This design comes from an exercise in tuning for small area, a short achievable clock period and few clock cycles on the open sky130 flow, not from production work.
Function was checked by simulation only, so behaviour that the tests miss may differ from the original.
No activity file was given, so power comes from the tool's default toggle rates.

==> flow/design.v (excerpt) <==
module ppu_top
(
  input  logic        clk,
  input  logic        rst_n,
  input  logic        tile_wr_valid,           
  output logic        tile_wr_ready,
  input  logic [19:0] tile_wr,                 
  input  logic        tile_start,              
  output logic        busy,
  output logic        tile_done,
  output logic        task_valid,              
  input  logic        task_ready,
  output logic [24:0] task_data                
);
Size in the first run: ~1,800 cells after synthesis, roughly 430 flip-flops.
Settings: LEC_CHECK=0, CAP_MARGIN=10, CORE_MARGIN=2, CORE_UTILIZATION=40, SLEW_MARGIN=10; clock period 26.5 ns.
standard.sh (not shown) runs the stock make flow with config.mk's settings and CLKGATE_MAP_FILE= SYNTH_SCRIPT=/design/flow/synth_recipe.tcl, a recipe that flattens the netlist after the stock synthesis.
==> flow/flow/run.sh <==
#!/bin/bash
# Standard layout; timing repair aimed at 20.7 ns of slack at the design's
# period, and a clock tree of fewer, larger sink clusters without dummy loads
set -euo pipefail
bash standard.sh SETUP_SLACK_MARGIN=20.7 \
  "CTS_ARGS=-sink_clustering_enable -repair_clock_nets -dont_use_dummy_load -sink_clustering_size 24 -sink_clustering_max_diameter 90" \
  > standard.log 2>&1
Testbench counts at the start, summed over its fixed seeds: cycles 6,720.
==> next run, changes <==
==> flow/flow/run.sh (replaced) <==
#!/bin/bash
# Standard layout; timing repair aimed at 20.7 ns of slack at the design's
# period, and a clock tree of fewer, larger sink clusters without dummy loads
set -euo pipefail
bash standard.sh SETUP_SLACK_MARGIN=20.7 \
  "CTS_ARGS=-sink_clustering_enable -repair_clock_nets -dont_use_dummy_load -sink_clustering_size 28 -sink_clustering_max_diameter 100" \
  > standard.log 2>&1
- CAP_MARGIN: 10 -> 20
- CORE_UTILIZATION: 40 -> 50
- SLEW_MARGIN: 10 -> 20
=>
- die area is lower by about a fifth
- via count climbs slightly
- cell area falls slightly
- area after synthesis does not change
- routed wire length goes down by a few percent
- total power shrinks by a few percent
- worst hold slack is worse by 0.018 ns
- count of clock-buffer cells in the layout decreases by 5


Starting RTL as in the previous note.
export LEC_CHECK = 0
export CAP_MARGIN = 20
export CORE_MARGIN = 2
export CORE_UTILIZATION = 40
export SLEW_MARGIN = 20
create_clock -name core_clock -period 26.5 [get_ports {clk}]
==> flow/flow/run.sh <==
#!/bin/bash
# Standard layout; timing repair aimed at 20.7 ns of slack at the design's
# period, and a clock tree of fewer, larger sink clusters without dummy loads
set -euo pipefail
bash standard.sh SETUP_SLACK_MARGIN=20.7 \
  "CTS_ARGS=-sink_clustering_enable -repair_clock_nets -dont_use_dummy_load -sink_clustering_size 24 -sink_clustering_max_diameter 90" \
  > standard.log 2>&1
The first run completed without violations.
Testbench counts at the start, summed over its fixed seeds: cycles 6,720.
Then changed:
==> flow/flow/run.sh (replaced) <==
#!/bin/bash
# Standard layout; timing repair aimed at 20.7 ns of slack at the design's
# period, and a clock tree without dummy balancing loads
set -euo pipefail
bash standard.sh SETUP_SLACK_MARGIN=20.7 \
  "CTS_ARGS=-sink_clustering_enable -repair_clock_nets -dont_use_dummy_load -sink_clustering_size 20 -sink_clustering_max_diameter 60" \
  > standard.log 2>&1
The new run produced a clean layout.
Design area grows by about 2%.
Power grows by 10%.
Area after synthesis stays the same.
Final cell count grows by about 0.75%.
Utilization grows by 0.95 points.
Maximum frequency stays flat.
Sequential power is about the same.
Then changed:
==> flow/flow/run.sh (replaced) <==
#!/bin/bash
# Standard layout; timing repair aimed at 20.7 ns of slack at the design's
# period, a clock tree of fewer, larger sink clusters without dummy loads, and
# plain buf_2 port buffers (timing repair resizes them where needed)
set -euo pipefail
bash standard.sh SETUP_SLACK_MARGIN=20.7 \
  "CTS_ARGS=-sink_clustering_enable -repair_clock_nets -dont_use_dummy_load -sink_clustering_size 24 -sink_clustering_max_diameter 90" \
  "BUFFER_PORTS_ARGS=-buffer_cell sky130_fd_sc_hd__buf_2" \
  > standard.log 2>&1
CAP_MARGIN = 10   (was 20)
SLEW_MARGIN = 10   (was 20)
Die area does not change.
Synthesized area does not change.
Total power came out lower by roughly a tenth.
Hold slack is better by 0.013 ns.
Global-route usage came out lower by 0.49 points.

## re-timing with driven ports
How much do the figures lean on ideal ports? The routed layouts below were timed once more, with nothing changed but the port constraints. Step 1, drivers: a clkbuf_16 drives clk and a buf_2 each remaining input, both assumed. Step 2 times the ports against the registers' clock, not the clock port: input delays grow and output delays shrink by t, the midpoint of the rising clock arrivals with the driver on. Three values: ideal ports, drivers, drivers and shift; two values: the first two.
run | t, ns | setup slack, ns | worst slew at a driven data input, ns | cell pins on the clock port's net
the first run of note 1 | 0.641 | 20.009 / 19.948 / 20.148 | 0.06 | 1
the second run of note 1 | 0.621 | 19.939 / 19.878 / 20.122 | 0.03 | 1
the first run of note 2 | 0.641 | 20.009 / 19.948 / 20.148 | 0.06 | 1
the second run of note 2 | 0.629 | 20.017 / 19.956 / 20.151 | 0.06 | 1
the third run of note 2 | 0.629 | 19.966 / 19.904 / 20.187 | 0.05 | 1
After both steps setup and hold are still met in every run listed.
